Context: an optimization exercise on an open-source flow, tuned for small area and a short achievable clock period. The choices shown serve that exercise and are no tape-out recipe.
At most, simulation tests tie the RTL to the original design; equivalence was not proved.
The RTL of runs 6 and 7 was laid out without a check of its function.
Power figures rest on the tool's default switching activity, not on a simulated workload.

===== flow/flow/run.sh =====
#!/bin/bash
# Standard ORFS layout (the standard.sh, standard synthesis) with a few
# ORFS variables changed:
#  - port buffers are buf_4 cells, and sizing may change a cell's footprint,
#  - CTS without dummy loads and with larger sink clusters.
# Each step's full output is in synth.log / layout.log here and in orfs/logs.
set -euo pipefail
bash standard.sh synth > synth.log 2>&1
bash standard.sh MATCH_CELL_FOOTPRINT=0 \
  "BUFFER_PORTS_ARGS=-buffer_cell sky130_fd_sc_hd__buf_4" \
  "CTS_ARGS=-sink_clustering_enable -repair_clock_nets -dont_use_dummy_load -sink_clustering_size 24 -sink_clustering_max_diameter 80" \
  finish > layout.log 2>&1

===== flow/standard.sh =====
#!/bin/bash
# synth_recipe.tcl (not shown) runs the flow's synth.tcl, then flattens the netlist and writes it again
# the make line also repeats each setting of config.mk as NAME=value (left out here)
make -C /OpenROAD-flow-scripts/flow DESIGN_CONFIG=/design/flow/config.mk WORK_HOME=/design/flow/orfs CLKGATE_MAP_FILE= SYNTH_SCRIPT=/design/flow/synth_recipe.tcl "${@:-finish}"

===== flow/config.mk =====
export PLATFORM = sky130hd
export DESIGN_NAME = eth_readout
export DESIGN_NICKNAME = eth_readout
export VERILOG_FILES = /design/flow/design.v
export SDC_FILE = /design/flow/constraint.sdc
export NUM_CORES = 4
export LEC_CHECK = 0
export CAP_MARGIN = 20
export CORE_MARGIN = 2
export CORE_UTILIZATION = 55
export SETUP_SLACK_MARGIN = 1.2
export SLEW_MARGIN = 20
export SYNTH_HIERARCHICAL = 1
export SYNTH_MINIMUM_KEEP_SIZE = 0

===== flow/design.v =====
package readout_pkg;
	localparam logic [1:0] IDLE = 2'd0;
	localparam logic [1:0] SEND = 2'd1;
	localparam logic [1:0] DONE = 2'd2;
	localparam logic [15:0] MARKER_WORD = 16'h700C;
	localparam logic [15:0] CLOSE_WORD = 16'h7FFF;
	localparam logic [3:0] STATUS_NIBBLE = 4'h7;
	localparam int HDR_WORDS = 2;  
	localparam int TRL_WORDS = 4;  
	function automatic logic [14:0] crc15_d13(input logic [12:0] d, input logic [14:0] c);
		logic [14:0] n;
		integer i;
		n[0] = d[0] ^ c[2];
		for (i = 1; i <= 12; i = i + 1) begin
			n[i] = d[i-1] ^ d[i] ^ c[i+1] ^ c[i+2];
		end
		n[13] = d[12] ^ c[14] ^ c[0];
		n[14] = c[1];
		crc15_d13 = n;
	endfunction
endpackage
`timescale 1ns/10ps
module sync_fifo #(
	parameter int WIDTH = 13,
	parameter int DEPTH = 32,
	parameter int NHI = DEPTH / 8 + 1,
	parameter bit RD2 = 1'b1                
)(
	input  logic                  RCLK,
	input  logic                  phase_i,   
	input  logic                  wr_en_i,   
	input  logic [WIDTH-1:0]      din_i,
	input  logic                  rd_a_i,
	input  logic                  rd_b_i,
	input  logic [7:0]            cnt_lo_i,  
	input  logic [NHI-1:0]        cnt_hi_i,  
	output logic [WIDTH-1:0]      dout_o     
);
	localparam int NGRP = DEPTH / 8;
	localparam int NSPLIT = (WIDTH > 16) ? 2 : 1;
	localparam int W0 = (WIDTH + NSPLIT - 1) / NSPLIT;
	logic [DEPTH-1:0][WIDTH-1:0] mem;
	logic [DEPTH-1:0][WIDTH-1:0] mem_d;
	logic [WIDTH-1:0] din_x;
	logic [NGRP-1:0] wr_rd, wr_nrd, rd_nwr, nrd_nwr;
	for (genvar g = 0; g < NGRP; g++) begin : g_grp
		sync_fifo_glob #(.RD2(RD2)) glob (
			.wr_i(wr_en_i), .rd_a_i(rd_a_i), .rd_b_i(rd_b_i),
			.wr_rd_o(wr_rd[g]), .wr_nrd_o(wr_nrd[g]), .rd_nwr_o(rd_nwr[g]), .nrd_nwr_o(nrd_nwr[g])
		);
	end
	assign din_x = din_i ^ {WIDTH{phase_i}};
	for (genvar i = 0; i < DEPTH; i++) begin : g_row
		for (genvar p = 0; p < NSPLIT; p++) begin : g_part
			localparam int LO = p * W0;
			localparam int HI = (p == NSPLIT - 1) ? WIDTH - 1 : LO + W0 - 1;
			logic ld, sh, hd;
			sync_fifo_ctl ctl (
				.wr_rd_i(wr_rd[i / 8]), .wr_nrd_i(wr_nrd[i / 8]),
				.rd_nwr_i(rd_nwr[i / 8]), .nrd_nwr_i(nrd_nwr[i / 8]),
				.lo_i(cnt_lo_i[i % 8]), .hi_i(cnt_hi_i[i / 8]),
				.lo_next_i(cnt_lo_i[(i + 1) % 8]), .hi_next_i(cnt_hi_i[(i + 1) / 8]),
				.ld_o(ld), .sh_o(sh), .hd_o(hd)
			);
			sync_fifo_row #(.WIDTH(HI - LO + 1)) row (
				.ld_i(ld), .sh_i(sh), .hd_i(hd),
				.din_i(din_x[HI:LO]), .next_i(mem[(i + 1) % DEPTH][HI:LO]), .self_i(mem[i][HI:LO]),
				.d_o(mem_d[i][HI:LO])
			);
		end
	end
	always_ff @(posedge RCLK) begin
		mem <= mem_d;
	end
	assign dout_o = mem[0] ^ {WIDTH{phase_i}};
endmodule
module sync_fifo_glob #(
	parameter bit RD2 = 1'b1
)(
	input  logic wr_i,
	input  logic rd_a_i,
	input  logic rd_b_i,
	output logic wr_rd_o,
	output logic wr_nrd_o,
	output logic rd_nwr_o,
	output logic nrd_nwr_o
);
	logic rd;
	assign rd = RD2 ? (rd_a_i && rd_b_i) : rd_a_i;
	assign wr_rd_o = wr_i && rd;
	assign wr_nrd_o = wr_i && !rd;
	assign rd_nwr_o = !wr_i && rd;
	assign nrd_nwr_o = !wr_i && !rd;
endmodule
module sync_fifo_row #(
	parameter int WIDTH = 13
)(
	input  logic             ld_i,
	input  logic             sh_i,
	input  logic             hd_i,
	input  logic [WIDTH-1:0] din_i,
	input  logic [WIDTH-1:0] next_i,
	input  logic [WIDTH-1:0] self_i,
	output logic [WIDTH-1:0] d_o
);
	assign d_o = ~(({WIDTH{ld_i}} & din_i) | ({WIDTH{sh_i}} & next_i) | ({WIDTH{hd_i}} & self_i));
endmodule
module sync_fifo_ctl (
	input  logic wr_rd_i,     
	input  logic wr_nrd_i,    
	input  logic rd_nwr_i,    
	input  logic nrd_nwr_i,   
	input  logic lo_i,        
	input  logic hi_i,        
	input  logic lo_next_i,   
	input  logic hi_next_i,
	output logic ld_o,
	output logic sh_o,
	output logic hd_o
);
	logic at, at_next;
	assign at = lo_i && hi_i;
	assign at_next = lo_next_i && hi_next_i;
	assign ld_o = (wr_rd_i && at_next) || (wr_nrd_i && at);
	assign sh_o = rd_nwr_i || (wr_rd_i && !at_next);
	assign hd_o = nrd_nwr_i || (wr_nrd_i && !at);
endmodule
`timescale 1ns/10ps
`timescale 1ns/10ps
`timescale 1ns/10ps
module eth_readout (
	input  logic                  RCLK,
	input  logic                  RST_RESYNC,
	input  logic                  smp_wr_en_i,
	input  logic [11:0]           smp_data_i,
	input  logic                  smp_ovlp_i,
	input  logic                  l1a_wr_en_i,
	input  logic [23:0]           l1a_num_i,
	input  logic                  warn_i,
	input  logic                  txack_i,
	output logic [15:0]           txd_o,
	output logic                  txd_valid_o,
	output logic                  evt_buf_amt_o,
	output logic                  evt_buf_afl_o
);
	logic phase;
	always_ff @(posedge RCLK) begin
		phase <= ~phase;
	end
	logic send;         
	logic done;         
	logic [3:0] slot;
	logic rd_phase;     
	logic adv;
	logic smp_rd;
	assign adv = send && txack_i;
	assign smp_rd = rd_phase && txack_i;
	logic [7:0] smp_lo;
	logic [4:0] smp_hi;
	logic smp_full;
	logic smp_inc;
	logic smp_dec;
	logic [12:0] smp_head;
	logic amt_n;        
	assign evt_buf_amt_o = ~amt_n;
	assign smp_full = smp_hi[4];
	assign smp_inc = smp_wr_en_i && !smp_full && !smp_rd;
	assign smp_dec = smp_rd && !smp_wr_en_i;
	always_ff @(posedge RCLK or posedge RST_RESYNC) begin
		if (RST_RESYNC) begin
			smp_lo <= 8'b0000_0001;
			smp_hi <= 5'b0_0001;
			amt_n <= 1'b0;
			evt_buf_afl_o <= 1'b0;
		end else begin
			if (smp_inc) begin
				smp_lo <= {smp_lo[6:0], smp_lo[7]};
				if (smp_lo[7]) smp_hi <= {smp_hi[3:0], 1'b0};
			end else if (smp_dec) begin
				smp_lo <= {smp_lo[0], smp_lo[7:1]};
				if (smp_lo[0]) smp_hi <= {1'b0, smp_hi[4:1]};
			end
			amt_n <= !smp_hi[0] || (smp_inc ? (|smp_lo[7:4]) : smp_dec ? (|smp_lo[7:6]) : (|smp_lo[7:5]));
			evt_buf_afl_o <= smp_hi[4] || (smp_hi[3] && (smp_inc ? (|smp_lo[7:3]) : smp_dec ? (|smp_lo[7:5]) : (|smp_lo[7:4])));
		end
	end
	sync_fifo #(.WIDTH(13), .DEPTH(32), .RD2(1'b1)) smp_fifo (
		.RCLK(RCLK), .phase_i(phase),
		.wr_en_i(smp_wr_en_i), .din_i({smp_ovlp_i, smp_data_i}),
		.rd_a_i(rd_phase), .rd_b_i(txack_i), .cnt_lo_i(smp_lo), .cnt_hi_i(smp_hi), .dout_o(smp_head)
	);
	logic [7:0] l1a_lo;
	logic [2:0] l1a_hi;
	logic [4:0] l1a_count;
	logic l1a_inc;
	logic l1a_dec;
	logic [24:0] l1a_head;
	assign l1a_inc = l1a_wr_en_i && !l1a_hi[2] && !done;
	assign l1a_dec = done && !l1a_wr_en_i;
	always_ff @(posedge RCLK or posedge RST_RESYNC) begin
		if (RST_RESYNC) begin
			l1a_lo <= 8'b0000_0001;
			l1a_hi <= 3'b001;
		end else begin
			if (l1a_inc) begin
				l1a_lo <= {l1a_lo[6:0], l1a_lo[7]};
				if (l1a_lo[7]) l1a_hi <= {l1a_hi[1:0], 1'b0};
			end else if (l1a_dec) begin
				l1a_lo <= {l1a_lo[0], l1a_lo[7:1]};
				if (l1a_lo[0]) l1a_hi <= {1'b0, l1a_hi[2:1]};
			end
		end
	end
	assign l1a_count = {l1a_hi[2], l1a_hi[1],
		l1a_lo[4] | l1a_lo[5] | l1a_lo[6] | l1a_lo[7],
		l1a_lo[2] | l1a_lo[3] | l1a_lo[6] | l1a_lo[7],
		l1a_lo[1] | l1a_lo[3] | l1a_lo[5] | l1a_lo[7]};
	sync_fifo #(.WIDTH(25), .DEPTH(16), .RD2(1'b0)) l1a_fifo (
		.RCLK(RCLK), .phase_i(phase),
		.wr_en_i(l1a_wr_en_i), .din_i({warn_i, l1a_num_i}),
		.rd_a_i(done), .rd_b_i(1'b1), .cnt_lo_i(l1a_lo), .cnt_hi_i(l1a_hi), .dout_o(l1a_head)
	);
	always_ff @(posedge RCLK or posedge RST_RESYNC) begin
		if (RST_RESYNC) begin
			send <= 1'b0;
			done <= 1'b0;
			slot <= '0;
			rd_phase <= 1'b0;
		end else begin
			done <= adv && (slot == 4'd13);
			if (send) begin
				if (adv && slot == 4'd13) send <= 1'b0;
			end else if (!done) begin
				send <= !(l1a_lo[0] && l1a_hi[0]) && !smp_hi[0];
			end
			if (!send) slot <= '0;
			else if (txack_i) slot <= slot + 4'd1;
			rd_phase <= send && (txack_i ? (slot >= 4'd1 && slot <= 4'd8) : (slot >= 4'd2 && slot <= 4'd9));
		end
	end
	logic [12:0] word1;  
	logic [4:0] kind1;   
	logic [14:0] crc;
	logic valid1;
	always_ff @(posedge RCLK) begin
		if (adv) begin
			kind1 <= {slot == 4'd13, slot == 4'd12, slot == 4'd11, slot == 4'd10, slot <= 4'd9};
			if (slot == 4'd0) word1 <= {1'b0, l1a_head[23:12]};
			else if (slot == 4'd1) word1 <= {1'b0, l1a_head[11:0]};
			else word1 <= {~smp_head[12], smp_head[11:0]};
			if (slot == 4'd0) crc <= '0;
			else crc <= readout_pkg::crc15_d13({1'b0, word1[11:0]}, crc);
		end
	end
	always_ff @(posedge RCLK) begin
		txd_o <= ({16{kind1[0]}} & {1'b0, word1[12], 2'b00, word1[11:0]}) |
		         ({16{kind1[1]}} & {1'b0, crc}) |
		         ({16{kind1[2]}} & readout_pkg::MARKER_WORD) |
		         ({16{kind1[3]}} & {readout_pkg::STATUS_NIBBLE, l1a_head[5:0], l1a_count, l1a_head[24]}) |
		         ({16{kind1[4]}} & readout_pkg::CLOSE_WORD);
	end
	always_ff @(posedge RCLK or posedge RST_RESYNC) begin
		if (RST_RESYNC) begin
			valid1 <= 1'b0;
			txd_valid_o <= 1'b0;
		end else begin
			if (txack_i) valid1 <= adv;
			txd_valid_o <= txack_i && valid1;
		end
	end
endmodule

===== flow/constraint.sdc =====
create_clock -name core_clock -period 3.0 [get_ports {RCLK}]
set_input_delay 0.6000 -clock core_clock [delete_from_list [all_inputs] [get_ports {RCLK}]]
set_output_delay 0.6000 -clock core_clock [all_outputs]
set_load 0.01 [all_outputs]

==> impl_metrics.json, run 1 <==
{
  "grt_pass1_wl_um": 146800,
  "viasPerCell": 7.638,
  "finClkSkew_ns": 0.03643,
  "die_w_um": 251.5,
  "avgSynthCellArea_um2": 12.23,
  "yosysWarningCount": 9,
  "crit_type": "register to register",
  "setup_viol": 0,
  "cts_buffer_depth": 3,
  "clk_pin_slew_ns": 0.10,
  "cp-start-kind": "register",
  "most-common-layout-cells": "dfxtp_1, a222oi_1, nand2_1",
  "maxCapViolCount": 0,
  "crit_start": "rd_phase",
  "p_per_area_nw_per_um2": 1005,
  "cts_buffers": 44,
  "fmax_ghz": 0.5537,
  "overflow": 0,
  "drv_slew": 0,
  "dr.pass1.iters": 11,
  "hold_class": "input pin to asynchronous set/reset pin",
  "finalSetupTns_ns": 0,
  "max-slew-margin-rel": 0.5121,
  "r2r_cells": 4,
  "post-route-min-period_ns": 1.806,
  "area_delta_synth_final_pct": 7.334,
  "fin_crit_sh": 0.6020,
  "r2r-end": "smp_fifo.mem[72]",
  "utilization": 0.5978,
  "status": "complete, no violations",
  "start_util": 0.5569,
  "p_leak_nw": 14.82,
  "final_layout_size_suffix_gt1_frac": 0.1676,
  "synth_nets": 2801,
  "power_w": 0.03634,
  "rsz0062_at_grt": "yes",
  "syn-cell-area_um2": 33680,
  "critPathCaptureType": "register",
  "ctsHoldBuffers": 0,
  "die_h_um": 251.5,
  "grt_start_max_net_pins": 37,
  "groute.usage.overall": 0.2883,
  "rows": 90,
  "cp_max_fo": 13,
  "via_count": 26880,
  "fin_nets": 2787,
  "htreeDepth": 2,
  "dieArea_um2": 63230,
  "clockRootBuffer": "clkbuf_16",
  "ant_nets": 0,
  "worstPathRequired_ns": 3.49,
  "coreArea_um2": 60470,
  "reg2reg_slack_ns": 1.19,
  "r2r_start": "rd_phase",
  "drt_iter0_drc": 5850,
  "worst_pin_slew_ns": 0.7303,
  "arrival_ns": 2.30,
  "portBuffers": 60,
  "endpoint": "smp_fifo.mem[72]",
  "drc": 0,
  "synth_cells": 2754,
  "peakVddDrop_mv": 0.4922,
  "antennaDiodeCount": 0,
  "cts_tree": "done",
  "io_pins": 62,
  "clk_latency_ns": 0.61,
  "wirelength_um": 97970,
  "final_common_cell": "dfxtp_1",
  "cts.sinks": 900,
  "globalplace.congestion": 0.8226,
  "hpwl_um": 59430,
  "antenna_found_initial": 2,
  "final-hold-violation-count": 0,
  "first_global_vias": 25450,
  "wl_per_cell_um": 27.83,
  "hold_ws_ns": 0.06875
}
[through the flow]
step                      cells  setup WS (ns)  cell area, µm²
after floorplan            2754         0.7602           33690
after global placement     3437         0.6655           33850
after detailed placement   3437         0.5685           33850
after CTS                  3498          1.122           35480
after global routing       3520          1.136           36150
final                      3520          1.194           36150
[power breakdown]
group          switching, W  internal, W  leakage [nW]
Sequential          0.00406       0.0175          7.74
Clock               0.00365      0.00263         0.542
Combinational       0.00433      0.00420          6.54
Total                0.0120       0.0243          14.8
[repair_timing]
item / CTS / global route
gates cloned: 3 / 7
gates resized for setup: 150 / 131
pin swaps: 4 / 21
endpoints found under the setup margin: 841 / 816
setup buffers: 14 / 15
[metal layers]
| metal | up-vias | share of wire | routed length [µm] | track usage |
|---|---|---|---|---|
| li1 | 11900 | - | - | - |
| met1 | 13400 | 0.40 | 39510 | 0.3864 |
| met2 | 1387 | 0.48 | 47040 | 0.4746 |
| met3 | 199 | 0.085 | 8330 | 0.04168 |
| met4 | 0 | 0.031 | 3082 | 0.1087 |
| met5 | - | 0 | 0 | 0 |
[flip-flops by register name, summed over array words and instances, names as in the netlist, 3 cells and up]
name / count
smp_fifo.mem: 416
l1a_fifo.mem: 400
crc: 15
txd_o: 15
word1: 13
l1a_lo: 8
smp_lo: 8
kind1: 5
smp_hi: 5
slot: 4
l1a_hi: 3
[worst min path at each step]
stage,from,endpoint,slack [ns],cells past startpoint
global placement,smp_fifo.mem[128],smp_fifo.mem[115],0.43,1
finish,RST_RESYNC,l1a_lo[4],0.07,2
floorplan,phase,phase,0.39,1
CTS,RST_RESYNC,l1a_hi[1],0.10,2
detailed placement,l1a_fifo.mem[102],l1a_fifo.mem[102],0.43,1
global route,RST_RESYNC,l1a_hi[1],0.1,2
[area by class of cell]
class                      instances  area [µm²]
tap                              782       978.4
multi-input combinational       1623       14010
inverter                          14       56.30
fill                            4834       24320
clock buffer                      44        1101
sequential                       900       18580
timing repair buffer             157        1425
[worst max-delay path, cell delays in order, from the launching register on]
cell and delay, ns:
dfrtp_4 0.51, buf_12 0.16, and3b_1 0.30, a21o_2 0.35
a222oi_1 0.36
==> inputs of run 2 (changes only) <==
--- a/flow/config.mk
+++ b/flow/config.mk
@@ -8,5 +8,5 @@
 export CAP_MARGIN = 20
 export CORE_MARGIN = 2
-export CORE_UTILIZATION = 55
+export CORE_UTILIZATION = 50
 export SETUP_SLACK_MARGIN = 1.2
 export SLEW_MARGIN = 20
==> impl_metrics.json, run 2 <==
{
  "largest_registers": "smp_fifo.mem: 416 flops, l1a_fifo.mem: 400 flops",
  "setup_viol": 0,
  "antennaDiodeCount": 0,
  "cp.depth": 1,
  "rsz0062_at_grt": "yes",
  "htreeDepth": 2,
  "most-common-layout-cells": "dfxtp_1, a222oi_1, nand2_1",
  "timing.final.ws_setup_ns": 1.205,
  "ant_nets": 0,
  "worst_pin_slew_ns": 0.7042,
  "antenna_found_initial": 0,
  "overflow": 0,
  "cts_tree": "done",
  "globalplace.congestion": 0.8299,
  "wl_met2_um": 47600,
  "placed_area_um2": 33940,
  "area_delta_synth_final_pct": 9.110,
  "io_pins": 62,
  "p_per_area_nw_per_um2": 991.9,
  "largest_reg_flops": 416,
  "drc": 0,
  "finClkSkew_ns": 0.04596,
  "final_layout_size_suffix_gt1_frac": 0.1794,
  "cts.sinks": 900,
  "post-route-cell-area_um2": 36750,
  "die_h_um": 263.5,
  "hold_class": "input pin to asynchronous set/reset pin",
  "cts_buffer_depth": 3,
  "arrival_ns": 1.20,
  "synth_cells": 2754,
  "grt_start_max_net_pins": 37,
  "status": "complete, no violations",
  "r2r_cells": 5,
  "post-route-min-period_ns": 1.795,
  "dieArea_um2": 69450,
  "clk_latency_ns": 0.62,
  "wl_per_cell_um": 27.29,
  "viasPerCell": 7.472,
  "hpwl_um": 58850,
  "cts_buffers": 45,
  "cp_slowest_cell": "dfrtp_1",
  "fin_nets": 2791,
  "worstPathRequired_ns": 2.40,
  "peakVddDrop_mv": 0.5270,
  "groute.usage.overall": 0.2615,
  "crit_buf_inv": 1,
  "synth_nets": 2801,
  "clockRootBuffer": "clkbuf_16",
  "post-place-ws_ns": 0.5634,
  "first_global_vias": 25660,
  "cp_max_fo": 1,
  "via_count": 27010,
  "wl_met1_um": 40750,
  "clk_pin_slew_ns": 0.10,
  "wl_met3_um": 7754,
  "maxCapViolCount": 0,
  "yosysWarningCount": 9,
  "cpLargestDelayFamily": "flip-flops",
  "grt_pass1_wl_um": 148500,
  "p_leak_nw": 14.88,
  "fmax_ghz": 0.5570,
  "final-hold-violation-count": 0,
  "cp-start-kind": "register",
  "portBuffers": 60,
  "die_w_um": 263.5,
  "crit_chain": "buf_6",
  "max_stage_delay_ns": 0.45,
  "fin_crit_sh": 0.5985,
  "hold_ws_ns": 0.1314,
  "crit_type": "register to output port",
  "rows": 95,
  "critPathCaptureType": "output port",
  "syn-cell-area_um2": 33680,
  "top_layer_used": "met4",
  "drv_slew": 0,
  "coreArea_um2": 66920,
  "max-slew-margin-rel": 0.5295,
  "regMostFlops": "smp_fifo.mem",
  "final_common_cell": "dfxtp_1",
  "start_util": 0.5032,
  "dr.pass1.iters": 11,
  "drt_iter0_drc": 5781,
  "finalSetupTns_ns": 0,
  "n_fill_cell": 5624,
  "avgSynthCellArea_um2": 12.23,
  "wirelength_um": 98640
}
==> run 2: worst paths after layout <==
check / from / end / slack [ns]
max: txd_valid_o / txd_valid_o / 1.20
min: RST_RESYNC / l1a_lo[6] / 0.13
min reg2reg: smp_fifo.mem[40] / smp_fifo.mem[27] / 0.43
min in group core_clock: smp_fifo.mem[40] / smp_fifo.mem[27] / 0.43
max in group asynchronous: RST_RESYNC / smp_lo[6] / 2.44
max reg2reg: done / l1a_fifo.mem[234] / 1.22
==> run 2: where the power goes <==
part / internal, W / total, W / switching, W
registers: 0.0175 / 0.0216 / 0.00410
logic: 0.00421 / 0.00851 / 0.00430
clock network: 0.00269 / 0.00637 / 0.00369
==> run 2: stage by stage <==
| step | utilization | std cells | power (W) |
|---|---|---|---|
| floorplan | - | 2754 | 0.02650 |
| CTS | 0.5327 | 3583 | 0.03588 |
| global route | 0.5491 | 3615 | 0.03824 |
| global placement | 0.5071 | 3519 | 0.02880 |
| detailed placement | 0.5071 | 3519 | 0.02919 |
| finish | 0.5491 | 3615 | 0.03645 |
==> run 2: timing repair <==
| action | 4_1_cts | 5_1_grt |
|---|---|---|
| endpoints found under the setup margin | 839 | 812 |
| pin swaps | 3 | 121 |
| cloned | 4 | 15 |
| setup buffers | 15 | 17 |
| hold buffers | 0 | 0 |
| gates resized for setup | 150 | 219 |
==> run 2: area by class of cell <==
| type | instances | area [µm²] | area share |
|---|---|---|---|
| Clock buffer | 45 | 1126 | 0.03065 |
| Inverter | 14 | 56.30 | 0.001532 |
| Multi-Input combinational cell | 1629 | 14380 | 0.3913 |
| Sequential cell | 900 | 18580 | 0.5056 |
| Tap cell | 873 | 1092 | 0.02973 |
| Timing Repair Buffer | 154 | 1513 | 0.04117 |
==> run 2: layer usage <==
metal / GRT usage / up-vias
met5: 0 / -
met4: 0.08587 / 0
met3: 0.03049 / 161
met2: 0.4336 / 1358
met1: 0.3559 / 13560
li1: - / 11940
==> inputs of run 3 (changes only) <==
==> flow/flow/run.sh (replaced) <==
#!/bin/bash
# Standard ORFS layout (the standard.sh, standard synthesis) with a few
# ORFS variables changed:
#  - port buffers are buf_2 cells, and sizing may change a cell's footprint,
#  - CTS without dummy loads and with larger sink clusters.
# Each step's full output is in synth.log / layout.log here and in orfs/logs.
set -euo pipefail
bash standard.sh synth > synth.log 2>&1
bash standard.sh MATCH_CELL_FOOTPRINT=0 \
  "BUFFER_PORTS_ARGS=-buffer_cell sky130_fd_sc_hd__buf_2" \
  "CTS_ARGS=-sink_clustering_enable -repair_clock_nets -dont_use_dummy_load -sink_clustering_size 28 -sink_clustering_max_diameter 200 -distance_between_buffers 200" \
  finish > layout.log 2>&1
==> impl_metrics.json, run 3 <==
{
  "most-common-layout-cells": "dfxtp_1, a222oi_1, nand2_1",
  "avgSynthCellArea_um2": 12.23,
  "overflow": 0,
  "crit_type": "register to register",
  "htreeDepth": 2,
  "largest_registers": "smp_fifo.mem: 416 flops, l1a_fifo.mem: 400 flops",
  "globalplace.congestion": 0.8543,
  "clk_pin_slew_ns": 0.11,
  "ant_nets": 0,
  "largest_reg_flops": 416,
  "p_per_area_nw_per_um2": 990.4,
  "dieArea_um2": 69450,
  "crit_chain": "buf_6, buf_12, buf_4, and3b_4, a21o_4, a222oi_1",
  "cts_buffer_depth": 3,
  "cp-start-kind": "register",
  "drv_slew": 0,
  "cp_slowest_cell": "dfrtp_4",
  "synth_cells": 2754,
  "final_common_cell": "dfxtp_1",
  "synth_nets": 2801,
  "r2r_start": "rd_phase",
  "status": "complete, no violations",
  "via_count": 27170,
  "cts_tree": "done",
  "drt_iter0_drc": 6285,
  "rsz0062_at_grt": "yes",
  "peakVddDrop_mv": 0.5521,
  "setup_viol": 0,
  "wl_per_cell_um": 27.23,
  "rows": 95,
  "wirelength_um": 98970,
  "grt_pass1_wl_um": 148100,
  "hpwl_um": 58560,
  "final-instance-count-excl-fill": 3634,
  "area_delta_synth_final_pct": 8.318,
  "worst_pin_slew_ns": 0.5917,
  "hold_class": "input pin to asynchronous set/reset pin",
  "start_util": 0.5032,
  "ctsHoldBuffers": 0,
  "cpLargestDelayFamily": "compound AO/OA/AOI/OAI gates",
  "yosysWarningCount": 9,
  "clockRootBuffer": "clkbuf_16",
  "cts.sinks": 900,
  "crit_buf_inv": 3,
  "final-hold-violation-count": 0,
  "worstPathRequired_ns": 3.49,
  "arrival_ns": 2.40,
  "viasPerCell": 7.478,
  "p_leak_nw": 14.89,
  "fin_crit_sh": 0.6383,
  "cts_buffers": 38,
  "max_stage_delay_ns": 0.52,
  "maxCapViolCount": 0,
  "regMostFlops": "smp_fifo.mem",
  "crit_start": "rd_phase",
  "antenna_found_initial": 1,
  "grt_start_max_net_pins": 37,
  "die_h_um": 263.5,
  "first_global_vias": 25440,
  "post-route-min-period_ns": 1.915,
  "finClkSkew_ns": 0.06305,
  "cp_max_fo": 9,
  "clk_latency_ns": 0.60,
  "post-place-ws_ns": 0.5545,
  "groute.usage.overall": 0.2615,
  "syn-cell-area_um2": 33680,
  "antennaDiodeCount": 0,
  "fmax_ghz": 0.5222,
  "dpl.cell_count": 3526,
  "portBuffers": 60,
  "finalSetupTns_ns": 0,
  "drc": 0,
  "timing.final.ws_setup_ns": 1.085,
  "fin_nets": 2810,
  "max-slew-margin-rel": 0.6055,
  "io_pins": 62,
  "final_layout_size_suffix_gt1_frac": 0.1760,
  "dr.pass1.iters": 12,
  "hold_ws_ns": 0.1019,
  "die_w_um": 263.5,
  "coreArea_um2": 66920,
  "critPathCaptureType": "register"
}
-- run 3: layer usage --
| layer | vias up | wire length (µm) | GRT usage | part of all wire |
|---|---|---|---|---|
| li1 | 11960 | - | - | - |
| met1 | 13660 | 41320 | 0.3570 | 0.42 |
| met2 | 1381 | 47460 | 0.4356 | 0.48 |
| met3 | 164 | 7736 | 0.02834 | 0.078 |
| met4 | 2 | 2437 | 0.08216 | 0.025 |
| met5 | - | 13 | 0 | 0.00013 |
-- run 3: final cells by class --
type | instances | area, µm²
fillers | 5627 | 30440
flip-flops and latches | 900 | 18580
multi-input cells | 1641 | 14420
repair buffers | 167 | 1369
well taps | 873 | 1092
clock buffers | 38 | 950.9
inverters | 14 | 56.30
repair inverters | 1 | 7.507
-- run 3: report_power, final --
group	internal, W	switching (W)	leakage [nW]
combinational	0.00437	0.00441	6.68
clock	0.00229	0.00360	0.468
sequential	0.0175	0.00401	7.74
-- run 3: final timing paths --
| path | depth (start not counted) | endpoint | slack (ns) |
|---|---|---|---|
| worst max register to register | 6 | smp_fifo.mem[351] | 1.08 |
| max in group asynchronous | 3 | smp_hi[3] | 2.47 |
| worst min-delay path | 3 | l1a_lo[3] | 0.10 |
| worst min register to register | 1 | smp_fifo.mem[270] | 0.39 |
| min in group core_clock | 1 | smp_fifo.mem[270] | 0.39 |
| worst max-delay path | 6 | smp_fifo.mem[351] | 1.08 |
-- run 3: worst min-delay path, stage by stage --
cell,delay (ns)
buf_2,0.09
inv_1,0.04
buf_4,0.43
-- run 3: through the flow --
| step | utilization | cell area, µm² | total power (W) |
|---|---|---|---|
| final | 0.5451 | 36480 | 0.03613 |
| after global routing | 0.5451 | 36480 | 0.03789 |
| after CTS | 0.5339 | 35730 | 0.03560 |
| after detailed placement | 0.5057 | 33840 | 0.02913 |
| after global placement | 0.5057 | 33840 | 0.02876 |
| after floorplan | - | 33690 | 0.02650 |
-- run 3: timing repair --
item                       CTS  global route
hold endpoints to repair     0             0
pin swaps                   18           201
cloned                       6            21
buffers inserted            33            10
gates resized for setup    185           144
setup endpoints to repair  852           804
==> inputs of run 4 (changes only) <==
--- a/flow/config.mk
+++ b/flow/config.mk
@@ -8,7 +8,8 @@
 export CAP_MARGIN = 20
 export CORE_MARGIN = 2
-export CORE_UTILIZATION = 50
+export CORE_UTILIZATION = 55
 export SETUP_SLACK_MARGIN = 1.2
 export SLEW_MARGIN = 20
 export SYNTH_HIERARCHICAL = 1
 export SYNTH_MINIMUM_KEEP_SIZE = 0
+export TNS_END_PERCENT = 20
==> impl_metrics.json, run 4 <==
{
  "cts_tree": "done",
  "clk_pin_slew_ns": 0.11,
  "multi_input_area_um2": 13780,
  "largest_registers": "smp_fifo.mem: 416 flops, l1a_fifo.mem: 400 flops",
  "syn-cell-area_um2": 33680,
  "timing.final.ws_setup_ns": 1.156,
  "die_w_um": 251.5,
  "rows": 90,
  "avgSynthCellArea_um2": 12.23,
  "n_fill_cell": 4929,
  "worst_pin_slew_ns": 0.5931,
  "regArea_um2": 18580,
  "start_util": 0.5569,
  "wl_per_cell_um": 27.21,
  "fmax_ghz": 0.5424,
  "rsz0062_at_grt": "yes",
  "synth_nets": 2801,
  "die_h_um": 251.5,
  "crit_chain": "buf_12, and3b_1, a21o_1, a222oi_1",
  "cts_buffers": 38,
  "htreeDepth": 2,
  "status": "complete, no violations",
  "via_count": 26590,
  "fin_nets": 2770,
  "post-route-min-period_ns": 1.844,
  "setup_viol": 0,
  "groute.usage.overall": 0.2839,
  "grt_start_max_net_pins": 37,
  "fin_crit_sh": 0.6146,
  "crit_buf_inv": 1,
  "viasPerCell": 7.589,
  "cp-start-kind": "register",
  "hold_class": "input pin to asynchronous set/reset pin",
  "final_layout_size_suffix_gt1_frac": 0.1463,
  "peakVddDrop_mv": 0.6594,
  "cp_max_fo": 13,
  "antenna_found_initial": 3,
  "coreArea_um2": 60470,
  "io_pins": 62,
  "worstPathRequired_ns": 3.47,
  "grt_pass1_wl_um": 145200,
  "drv_slew": 0,
  "post-place-ws_ns": 0.6001,
  "p_leak_nw": 14.61,
  "clk_latency_ns": 0.61,
  "clockRootBuffer": "clkbuf_16",
  "drc": 0,
  "finalSetupTns_ns": 0,
  "synth_cells": 2754,
  "cp_slowest_cell": "dfrtp_4",
  "max-slew-margin-rel": 0.6046,
  "max_stage_delay_ns": 0.55,
  "arrival_ns": 2.32,
  "hpwl_um": 59400,
  "crit_type": "register to register",
  "p_per_area_nw_per_um2": 999.7,
  "ant_nets": 0,
  "largest_reg_flops": 416,
  "dr.pass1.iters": 14,
  "overflow": 0,
  "first_global_vias": 25210,
  "yosysWarningCount": 9,
  "wirelength_um": 95340,
  "placed_area_um2": 33770,
  "cts_buffer_depth": 3,
  "final-hold-violation-count": 0,
  "drt_iter0_drc": 5880,
  "cpLargestDelayFamily": "compound AO/OA/AOI/OAI gates",
  "finClkSkew_ns": 0.06552,
  "globalplace.congestion": 0.8191,
  "cts.sinks": 900,
  "portBuffers": 60,
  "area_delta_synth_final_pct": 5.287,
  "post-route-cell-area_um2": 35460,
  "regMostFlops": "smp_fifo.mem",
  "final_common_cell": "dfxtp_1",
  "maxCapViolCount": 0,
  "most-common-layout-cells": "dfxtp_1, a222oi_1, nand2_1",
  "dieArea_um2": 63230,
  "power_w": 0.03545,
  "critPathCaptureType": "register"
}
[run 4: cell type report]
type | instances | area share
Tap cell | 782 | 0.02759
Antenna cell | 1 | 0.00007057
Inverter | 14 | 0.001482
Timing Repair Buffer | 151 | 0.03155
Sequential cell | 900 | 0.5240
Multi-Input combinational cell | 1618 | 0.3885
Clock buffer | 38 | 0.02682
[run 4: worst min-delay path: stages]
cell,delay [ns]
buf_2,0.09
inv_1,0.04
buf_4,0.42
[run 4: through the flow]
| stage | hold WS, ns | util | instances |
|---|---|---|---|
| after global routing | 0.1447 | 0.5864 | 3504 |
| after CTS | 0.09981 | 0.5786 | 3491 |
| final | 0.1006 | 0.5864 | 3504 |
| after global placement | 0.4269 | 0.5585 | 3446 |
| after floorplan | 0.3896 | - | 2754 |
| after detailed placement | 0.4315 | 0.5585 | 3446 |
[run 4: path summary, 6_finish.rpt]
| check | from | end | slack [ns] | depth (start not counted) |
|---|---|---|---|---|
| max | rd_phase | smp_fifo.mem[163] | 1.16 | 4 |
| min | RST_RESYNC | l1a_lo[3] | 0.10 | 3 |
| max reg2reg | rd_phase | smp_fifo.mem[163] | 1.16 | 4 |
| min reg2reg | smp_fifo.mem[262] | smp_fifo.mem[249] | 0.41 | 1 |
| max in group asynchronous | RST_RESYNC | rd_phase | 2.47 | 3 |
| min in group core_clock | smp_fifo.mem[262] | smp_fifo.mem[249] | 0.41 | 1 |
[run 4: power by group]
part / internal, W / total, W / switching [W]
Combinational: 0.00395 / 0.00809 / 0.00414
Sequential: 0.0175 / 0.0215 / 0.00405
Clock: 0.00229 / 0.00585 / 0.00356
Total: 0.0237 / 0.0354 / 0.0117
[run 4: timing repair]
item / CTS / global route
hold endpoints to repair: 0 / 0
pin swaps: 0 / 30
buffers inserted: 7 / 9
setup endpoints to repair: 832 / 854
cloned: 0 / 3
gates resized for setup: 74 / 136
hold buffers: 0 / 0
[run 4: per-layer routing]
metal	routed length (µm)	global-route usage	vias up	part of all wire
li1	-	-	11860	-
met1	38810	0.3794	13320	0.41
met2	46120	0.4764	1261	0.48
met3	7877	0.03786	151	0.083
met4	2519	0.09592	2	0.026
met5	13	0	-	0.00014
==> inputs of run 5 (changes only) <==
--- a/flow/config.mk
+++ b/flow/config.mk
@@ -13,3 +13,2 @@
 export SYNTH_HIERARCHICAL = 1
 export SYNTH_MINIMUM_KEEP_SIZE = 0
-export TNS_END_PERCENT = 20
==> impl_metrics.json, run 5 <==
{
  "status": "complete, no violations",
  "p_per_area_nw_per_um2": 997.3,
  "top_layer_used": "met5",
  "hold_class": "register to register",
  "drc": 0,
  "clk_latency_ns": 0.61,
  "critPathCaptureType": "output port",
  "cts_tree": "done",
  "fin_crit_sh": 0.5981,
  "wl_met2_um": 47130,
  "rsz0062_at_grt": "yes",
  "arrival_ns": 1.19,
  "globalplace.congestion": 0.8253,
  "regMostFlops": "smp_fifo.mem",
  "start_util": 0.5569,
  "finClkSkew_ns": 0.06250,
  "cp-start-kind": "register",
  "multi_input_area_um2": 14040,
  "grt_pass1_wl_um": 147700,
  "area_delta_synth_final_pct": 6.777,
  "worst_pin_slew_ns": 0.5865,
  "largest_registers": "smp_fifo.mem: 416 flops, l1a_fifo.mem: 400 flops",
  "largest_reg_flops": 416,
  "first_global_vias": 25250,
  "max-slew-margin-rel": 0.6090,
  "post-route-min-period_ns": 1.794,
  "r2r_cells": 4,
  "most-common-layout-cells": "dfxtp_1, a222oi_1, nand2_1",
  "wl_met3_um": 8406,
  "worstPathRequired_ns": 2.40,
  "overflow": 0,
  "reg2reg_slack_ns": 1.22,
  "groute.usage.overall": 0.2903,
  "fmax_ghz": 0.5573,
  "io_pins": 62,
  "hpwl_um": 59670,
  "die_w_um": 251.5,
  "antennaDiodeCount": 0,
  "max_stage_delay_ns": 0.43,
  "fin_nets": 2786,
  "crit_buf_inv": 1,
  "regArea_um2": 18580,
  "peakVddDrop_mv": 0.6287,
  "worstHoldEndpoint": "smp_fifo.mem[263]",
  "cp_max_fo": 1,
  "coreArea_um2": 60470,
  "cpLargestDelayFamily": "flip-flops",
  "worstHoldPathCells": 1,
  "cp_slowest_cell": "dfrtp_1",
  "crit_chain": "buf_2",
  "synth_cells": 2754,
  "yosysWarningCount": 9,
  "dpl.cell_count": 3440,
  "maxCapViolCount": 0,
  "final-instance-count-excl-fill": 3519,
  "cts_buffers": 38,
  "setup_viol": 0,
  "wirelength_um": 98360,
  "wl_per_cell_um": 27.95,
  "drv_slew": 0,
  "wl_met1_um": 39570,
  "p_leak_nw": 14.68,
  "ant_nets": 0,
  "dr.pass1.iters": 12,
  "htreeDepth": 2,
  "final_common_cell": "dfxtp_1",
  "r2r-end": "smp_fifo.mem[137]",
  "avgSynthCellArea_um2": 12.23,
  "die_h_um": 251.5,
  "crit_type": "register to output port",
  "cts_buffer_depth": 3,
  "finalSetupTns_ns": 0,
  "dieArea_um2": 63230,
  "drt_iter0_drc": 5844,
  "syn-cell-area_um2": 33680,
  "clockRootBuffer": "clkbuf_16",
  "cts.sinks": 900,
  "clk_pin_slew_ns": 0.10,
  "rows": 90,
  "via_count": 26930,
  "synth_nets": 2801,
  "final-hold-violation-count": 0,
  "portBuffers": 60,
  "min_from": "smp_fifo.mem[276]",
  "antenna_found_initial": 2,
  "grt_start_max_net_pins": 38,
  "final_layout_size_suffix_gt1_frac": 0.1714,
  "viasPerCell": 7.653,
  "r2r_start": "rd_phase",
  "n_fill_cell": 4935
}
run 5: changes by cell type in the layout (fill, tap and decap cells not counted), sizes merged:
cell,delta
a21o,+1
and2,+2
buf,+12
clkbuf,-1
clkinv,+1
clkinvlp,+1
diode,-1
dlygate4sd3,+1
inv,-2
or3b,+1
run 5: repair_timing:
| item | CTS | global route |
|---|---|---|
| hold buffers | 1 | 0 |
| endpoints found under the hold margin | 10 | 0 |
| gates cloned | 4 | 6 |
| endpoints found under the setup margin | 832 | 788 |
| setup buffers | 11 | 19 |
| pin swaps | 2 | 32 |
| gates resized for setup | 158 | 158 |
run 5: routing by layer:
metal / vias up / GRT usage
met3: 188 / 0.03477
met4: 4 / 0.1082
met5: - / 0
met2: 1397 / 0.4775
met1: 13440 / 0.3945
li1: 11900 / -
run 5: per-stage QoR:
| stage | hold WS [ns] | area [µm²] | setup WS (ns) | utilization | total power (W) |
|---|---|---|---|---|---|
| floorplan | 0.3896 | 33690 | 0.7602 | - | 0.02650 |
| global placement | 0.4274 | 33720 | 0.7089 | 0.5577 | 0.02882 |
| detailed placement | 0.4305 | 33720 | 0.6415 | 0.5577 | 0.02921 |
| CTS | 0.4046 | 35270 | 1.156 | 0.5832 | 0.03542 |
| global route | 0.4008 | 35960 | 1.158 | 0.5947 | 0.03757 |
| finish | 0.4071 | 35960 | 1.206 | 0.5947 | 0.03586 |
run 5: worst reg2reg max path: cells and delay by family, from the launching register on:
family,cells,cell delay (ns)
simple gates,1,0.28
compound gates,2,0.71
buf+inv,1,0.16
flops,1,0.51
run 5: worst max-delay path by stage:
stage                      from                end  cells after the start
finish              txd_valid_o        txd_valid_o                      1
global placement        txack_i  smp_fifo.mem[349]                      5
floorplan                 phase  smp_fifo.mem[100]                      4
global route        txd_valid_o        txd_valid_o                      1
detailed placement      txack_i  smp_fifo.mem[137]                      5
CTS                 txd_valid_o        txd_valid_o                      1
run 5: cell type report:
type / count / area share
Clock buffer: 38 / 0.02644
Timing Repair Buffer: 163 / 0.03747
Sequential cell: 900 / 0.5168
Multi-Input combinational cell: 1622 / 0.3905
Tap cell: 782 / 0.02721
Inverter: 14 / 0.001566
run 5: power by group:
| group | switching (W) | internal, W |
|---|---|---|
| combinational | 0.00433 | 0.00412 |
| clock | 0.00359 | 0.00229 |
| sequential | 0.00407 | 0.0175 |
| total | 0.0120 | 0.0239 |
==> inputs of run 6 (changes only) <==
--- a/flow/design.v
+++ b/flow/design.v
@@ -37,5 +37,5 @@
 	output logic [WIDTH-1:0]      dout_o     
 );
-	localparam int NGRP = DEPTH / 8;
+	localparam int NGRP = DEPTH / 4;
 	localparam int NSPLIT = (WIDTH > 16) ? 2 : 1;
 	localparam int W0 = (WIDTH + NSPLIT - 1) / NSPLIT;
@@ -51,4 +51,8 @@
 	end
 	assign din_x = din_i ^ {WIDTH{phase_i}};
+	logic [DEPTH:0] at;
+	for (genvar i = 0; i <= DEPTH; i++) begin : g_at
+		sync_fifo_at at_dec (.lo_i(cnt_lo_i[i % 8]), .hi_i(cnt_hi_i[i / 8]), .at_o(at[i]));
+	end
 	for (genvar i = 0; i < DEPTH; i++) begin : g_row
 		for (genvar p = 0; p < NSPLIT; p++) begin : g_part
@@ -57,8 +61,7 @@
 			logic ld, sh, hd;
 			sync_fifo_ctl ctl (
-				.wr_rd_i(wr_rd[i / 8]), .wr_nrd_i(wr_nrd[i / 8]),
-				.rd_nwr_i(rd_nwr[i / 8]), .nrd_nwr_i(nrd_nwr[i / 8]),
-				.lo_i(cnt_lo_i[i % 8]), .hi_i(cnt_hi_i[i / 8]),
-				.lo_next_i(cnt_lo_i[(i + 1) % 8]), .hi_next_i(cnt_hi_i[(i + 1) / 8]),
+				.wr_rd_i(wr_rd[i / 4]), .wr_nrd_i(wr_nrd[i / 4]),
+				.rd_nwr_i(rd_nwr[i / 4]), .nrd_nwr_i(nrd_nwr[i / 4]),
+				.at_i(at[i]), .at_next_i(at[i + 1]),
 				.ld_o(ld), .sh_o(sh), .hd_o(hd)
 			);
@@ -111,18 +114,20 @@
 	input  logic rd_nwr_i,    
 	input  logic nrd_nwr_i,   
-	input  logic lo_i,        
-	input  logic hi_i,        
-	input  logic lo_next_i,   
-	input  logic hi_next_i,
+	input  logic at_i,        
+	input  logic at_next_i,   
 	output logic ld_o,
 	output logic sh_o,
 	output logic hd_o
 );
-	logic at, at_next;
-	assign at = lo_i && hi_i;
-	assign at_next = lo_next_i && hi_next_i;
-	assign ld_o = (wr_rd_i && at_next) || (wr_nrd_i && at);
-	assign sh_o = rd_nwr_i || (wr_rd_i && !at_next);
-	assign hd_o = nrd_nwr_i || (wr_nrd_i && !at);
+	assign ld_o = (wr_rd_i && at_next_i) || (wr_nrd_i && at_i);
+	assign sh_o = rd_nwr_i || (wr_rd_i && !at_next_i);
+	assign hd_o = nrd_nwr_i || (wr_nrd_i && !at_i);
+endmodule
+module sync_fifo_at (
+	input  logic lo_i,
+	input  logic hi_i,
+	output logic at_o
+);
+	assign at_o = lo_i && hi_i;
 endmodule
 `timescale 1ns/10ps
==> flow/flow/run.sh (replaced) <==
#!/bin/bash
# Standard ORFS layout (the standard.sh, standard synthesis) with a few
# ORFS variables changed:
#  - port buffers are buf_4 cells, and sizing may change a cell's footprint,
#  - CTS without dummy loads and with larger sink clusters.
# Each step's full output is in synth.log / layout.log here and in orfs/logs.
set -euo pipefail
bash standard.sh synth > synth.log 2>&1
bash standard.sh MATCH_CELL_FOOTPRINT=0 \
  "BUFFER_PORTS_ARGS=-buffer_cell sky130_fd_sc_hd__buf_4" \
  "CTS_ARGS=-sink_clustering_enable -repair_clock_nets -dont_use_dummy_load -sink_clustering_size 24 -sink_clustering_max_diameter 80" \
  finish > layout.log 2>&1
==> impl_metrics.json, run 6 <==
{
  "n_fill_cell": 4865,
  "crit_type": "register to register",
  "globalplace.congestion": 0.8755,
  "critPathCaptureType": "register",
  "cp-start-kind": "register",
  "antenna_found_initial": 0,
  "worstPathRequired_ns": 3.49,
  "most-common-layout-cells": "dfxtp_1, a222oi_1, inv_1",
  "die_w_um": 252.1,
  "viasPerCell": 7.628,
  "reg2reg_slack_ns": 1.19,
  "post-route-cell-area_um2": 36560,
  "p_per_area_nw_per_um2": 994.8,
  "fin_nets": 2717,
  "grt_pass1_wl_um": 147100,
  "largest_registers": "smp_fifo.mem: 416 flops, l1a_fifo.mem: 400 flops",
  "post-route-min-period_ns": 1.813,
  "maxCapViolCount": 0,
  "crit_buf_inv": 1,
  "status": "complete, no violations",
  "cpLargestDelayFamily": "compound AO/OA/AOI/OAI gates",
  "synth_cells": 2700,
  "crit_chain": "and2_1, inv_1, a21o_2, a222oi_1",
  "clockRootBuffer": "clkbuf_16",
  "cts.sinks": 900,
  "dr.pass1.iters": 14,
  "final_common_cell": "dfxtp_1",
  "cts_tree": "done",
  "antennaDiodeCount": 0,
  "cp_max_fo": 13,
  "first_global_vias": 24780,
  "max-slew-margin-rel": 0.3675,
  "overflow": 0,
  "finalSetupTns_ns": 0,
  "avgSynthCellArea_um2": 12.54,
  "arrival_ns": 2.30,
  "peakVddDrop_mv": 0.7259,
  "syn-cell-area_um2": 33850,
  "rows": 90,
  "die_h_um": 252.1,
  "hold_class": "input pin to asynchronous set/reset pin",
  "cp_slowest_cell": "dfrtp_1",
  "regMostFlops": "smp_fifo.mem",
  "grt_start_max_net_pins": 49,
  "max_stage_delay_ns": 0.54,
  "worst_pin_slew_ns": 0.9472,
  "rsz0062_at_grt": "yes",
  "portBuffers": 60,
  "ant_nets": 0,
  "p_leak_nw": 15.14,
  "coreArea_um2": 60580,
  "wl_per_cell_um": 28.62,
  "placed_area_um2": 33920,
  "ctsHoldBuffers": 0,
  "largest_reg_flops": 416,
  "fin_crit_sh": 0.6043,
  "final_layout_size_suffix_gt1_frac": 0.1867,
  "cts_buffers": 45,
  "yosysWarningCount": 9,
  "groute.usage.overall": 0.2898,
  "final-hold-violation-count": 0,
  "io_pins": 62,
  "wirelength_um": 98740,
  "hpwl_um": 60100,
  "dieArea_um2": 63540,
  "fmax_ghz": 0.5516,
  "drc": 0,
  "start_util": 0.5587,
  "finClkSkew_ns": 0.03921,
  "htreeDepth": 2,
  "area_delta_synth_final_pct": 8.022,
  "clk_pin_slew_ns": 0.09,
  "clk_latency_ns": 0.62,
  "setup_viol": 0,
  "drv_slew": 0,
  "cts_buffer_depth": 3,
  "via_count": 26320,
  "synth_nets": 2747,
  "drt_iter0_drc": 5463
}
==> run 6: final cells by class <==
cell class,instances,area [µm²],area share
Tap cell,782,978.4,0.02676
Clock buffer,45,1126,0.03080
Timing Repair Buffer,134,1209,0.03306
Multi-Input combinational cell,1447,14160,0.3874
Inverter,142,536.8,0.01468
Sequential cell,900,18550,0.5073
==> run 6: path summary, 6_finish.rpt <==
check,end,startpoint,cells after the start
min in group core_clock,l1a_fifo.mem[94],l1a_fifo.mem[94],1
min,smp_hi[2],RST_RESYNC,2
max in group asynchronous,l1a_lo[0],RST_RESYNC,3
max,smp_fifo.mem[362],smp_lo[3],4
min reg2reg,l1a_fifo.mem[94],l1a_fifo.mem[94],1
max reg2reg,smp_fifo.mem[362],smp_lo[3],4
==> run 6: per-stage QoR <==
stage               instances  hold slack (ns)  setup slack, ns    util  total power (W)
floorplan                2700           0.3896            1.277       -          0.02644
finish                   3450           0.1713            1.187  0.6035          0.03637
global route             3450           0.2158            1.128  0.6035          0.03803
global placement         3369           0.4269           0.7074  0.5592          0.02863
CTS                      3429           0.1634            1.124  0.5858          0.03572
detailed placement       3371           0.4302           0.6571  0.5599          0.02901
==> run 6: timing repair <==
item | 4_1_cts | 5_1_grt
endpoints found under the setup margin | 844 | 785
pin swaps | 1 | 67
gates resized for setup | 126 | 251
cloned | 4 | 12
buffers inserted | 9 | 9
==> run 6: routing by layer <==
metal / global-route usage / wire length (µm)
met1: 0.3860 / 40180
met2: 0.4873 / 48220
met3: 0.03136 / 7667
met4: 0.1084 / 2671
met5: 0 / 0
==> run 6: report_power, final <==
part           internal (W)  switching (W)  total (W)
Sequential           0.0174        0.00384     0.0213
Clock               0.00268        0.00370    0.00639
Combinational       0.00428        0.00442    0.00869
Total                0.0244         0.0120     0.0364
==> inputs of run 7 (changes only) <==
--- a/flow/design.v
+++ b/flow/design.v
@@ -38,5 +38,5 @@
 );
 	localparam int NGRP = DEPTH / 4;
-	localparam int NSPLIT = (WIDTH > 16) ? 2 : 1;
+	localparam int NSPLIT = 1;
 	localparam int W0 = (WIDTH + NSPLIT - 1) / NSPLIT;
 	logic [DEPTH-1:0][WIDTH-1:0] mem;
==> impl_metrics.json, run 7 <==
{
  "peakVddDrop_mv": 0.6239,
  "grt_pass1_wl_um": 148900,
  "regMostFlops": "smp_fifo.mem",
  "fin_nets": 2650,
  "rows": 90,
  "final-instance-count-excl-fill": 3383,
  "wirelength_um": 100900,
  "die_h_um": 251.9,
  "cts.sinks": 900,
  "antennaDiodeCount": 0,
  "largest_registers": "smp_fifo.mem: 416 flops, l1a_fifo.mem: 400 flops",
  "avgSynthCellArea_um2": 12.66,
  "reg2reg_slack_ns": 1.15,
  "hpwl_um": 61090,
  "clk_pin_slew_ns": 0.09,
  "clk_latency_ns": 0.61,
  "finalSetupTns_ns": 0,
  "final_layout_size_suffix_gt1_frac": 0.1769,
  "p_per_area_nw_per_um2": 1004,
  "synth_cells": 2668,
  "fmax_ghz": 0.5416,
  "portBuffers": 60,
  "rsz0062_at_grt": "yes",
  "dpl.cell_count": 3305,
  "post-place-ws_ns": 0.5315,
  "p_leak_nw": 14.82,
  "first_global_vias": 24550,
  "antenna_found_initial": 1,
  "worstPathRequired_ns": 3.49,
  "coreArea_um2": 60580,
  "crit_type": "register to register",
  "overflow": 0,
  "cts_buffers": 45,
  "clockRootBuffer": "clkbuf_16",
  "hold_class": "input pin to asynchronous set/reset pin",
  "finClkSkew_ns": 0.03600,
  "ant_nets": 0,
  "groute.usage.overall": 0.2980,
  "start_util": 0.5577,
  "wl_per_cell_um": 29.82,
  "cts_tree": "done",
  "r2r_cells": 4,
  "dieArea_um2": 63430,
  "yosysWarningCount": 9,
  "grt_start_max_net_pins": 49,
  "critPathCaptureType": "register",
  "final_common_cell": "dfxtp_1",
  "setup_viol": 0,
  "drc": 0,
  "htreeDepth": 2,
  "syn-cell-area_um2": 33790,
  "cp-start-kind": "register",
  "fin_crit_sh": 0.6155,
  "cts_buffer_depth": 3,
  "max-slew-margin-rel": 0.3757,
  "drt_iter0_drc": 6632,
  "cp_max_fo": 25,
  "via_count": 26110,
  "dr.pass1.iters": 14,
  "worst_pin_slew_ns": 0.9243,
  "timing.final.ws_setup_ns": 1.154,
  "die_w_um": 251.9,
  "globalplace.congestion": 0.8978,
  "final-hold-violation-count": 0,
  "arrival_ns": 2.33,
  "post-route-min-period_ns": 1.846,
  "n_fill_cell": 4808,
  "status": "complete, no violations",
  "synth_nets": 2715,
  "drv_slew": 0,
  "most-common-layout-cells": "dfxtp_1, a222oi_1, buf_4",
  "largest_reg_flops": 416,
  "viasPerCell": 7.719,
  "area_delta_synth_final_pct": 6.932,
  "io_pins": 62,
  "maxCapViolCount": 0
}
## run 7: final timing paths
path	end	from
max reg2reg	l1a_fifo.mem[264]	done
max	l1a_fifo.mem[264]	done
min	rd_phase	RST_RESYNC
max in group asynchronous	smp_lo[4]	RST_RESYNC
min reg2reg	smp_fifo.mem[271]	smp_fifo.mem[284]
min in group core_clock	smp_fifo.mem[271]	smp_fifo.mem[284]
## run 7: power breakdown
group	leakage (nW)	internal [W]	total [W]	switching, W
logic	6.52	0.00415	0.00846	0.00431
clock network	0.555	0.00268	0.00637	0.00368
registers	7.74	0.0175	0.0214	0.00397
## run 7: layout make-up
cell class                 count  area (µm²)  share of cell area
clock buffer                  45        1126             0.03117
multi-input combinational   1397       13740              0.3802
sequential                   900       18550              0.5135
inverter                     110       416.7             0.01153
tap                          782       978.4             0.02708
timing repair buffer         149        1319             0.03650
## run 7: critical path, stage by stage, from the launching register on
cell and delay, ns:
dfrtp_2 0.43, buf_12 0.14, and2_2 0.22, a22o_2 0.47
a222oi_1 0.44
## run 7: stage by stage
step / hold WS (ns) / power, W / cell area (µm²) / utilization
6_report: 0.1329 / 0.03626 / 36130 / 0.5964
5_1_grt: 0.1724 / 0.03798 / 36130 / 0.5964
4_1_cts: 0.1282 / 0.03571 / 35350 / 0.5834
3_5_place_dp: 0.4315 / 0.02910 / 33670 / 0.5557
3_3_place_gp: 0.4268 / 0.02872 / 33670 / 0.5557
2_1_floorplan: 0.3896 / 0.02640 / 34000 / -
## run 7: repair_timing
item,4_1_cts,5_1_grt
gates resized for setup,125,172
setup buffers,12,8
cloned,2,11
hold buffers,0,0
endpoints found under the setup margin,845,703
pin swaps,1,64
## run 7: routing by layer
metal | GRT usage | vias to the layer above | wire (µm)
met3 | 0.03178 | 195 | 7770
met5 | 0 | - | 0
li1 | - | 11350 | -
met4 | 0.1327 | 0 | 3828
met2 | 0.5051 | 1392 | 50040
met1 | 0.3862 | 13180 | 39260

==> separate check: timing with driven ports <==
The flow's constraints put no driver on any port. The routed layouts listed below were extracted and timed again, unchanged, in two steps.
Step 1 assumes that a clkbuf_16 drives the clock port and a buf_2 every other input.
Step 2 adds t to the input delays and takes it off the output delays; t is the mean of the earliest and latest rising clock arrival at the registers after step 1. Input paths then give back, and output paths get back, about the clock's delay inside the block.
a / b / c = ideal / step 1 / step 2; a / b = the first two.
| run | t (ns) | setup slack, ns | worst hold slack (ns) | latest minus earliest clock arrival (ns) | cell pins on the clock port's net |
|---|---|---|---|---|---|
| run 1 | 0.663 | 1.194 / 1.134 / 0.813 | 0.069 / 0.024 / 0.443 | 0.039 / 0.039 | 1 |
| run 2 | 0.659 | 1.205 / 1.140 / 0.776 | 0.131 / 0.089 / 0.430 | 0.050 / 0.049 | 1 |
| run 3 | 0.637 | 1.085 / 1.085 / 0.677 | 0.102 / 0.060 / 0.393 | 0.065 / 0.065 | 1 |
| run 4 | 0.639 | 1.156 / 1.139 / 0.728 | 0.101 / 0.059 / 0.414 | 0.070 / 0.071 | 1 |
| run 5 | 0.643 | 1.206 / 1.143 / 0.675 | 0.407 / 0.407 / 0.407 | 0.063 / 0.063 | 1 |
| run 6 | 0.669 | 1.187 / 1.150 / 0.654 | 0.171 / 0.134 / 0.442 | 0.041 / 0.041 | 1 |
| run 7 | 0.658 | 1.154 / 1.154 / 0.724 | 0.133 / 0.095 / 0.439 | 0.042 / 0.042 | 1 |
After both steps setup and hold are still met in every run listed. The setup slack of run 6, which loses most, moves by -0.037 ns with the drivers and by -0.533 ns with both steps.
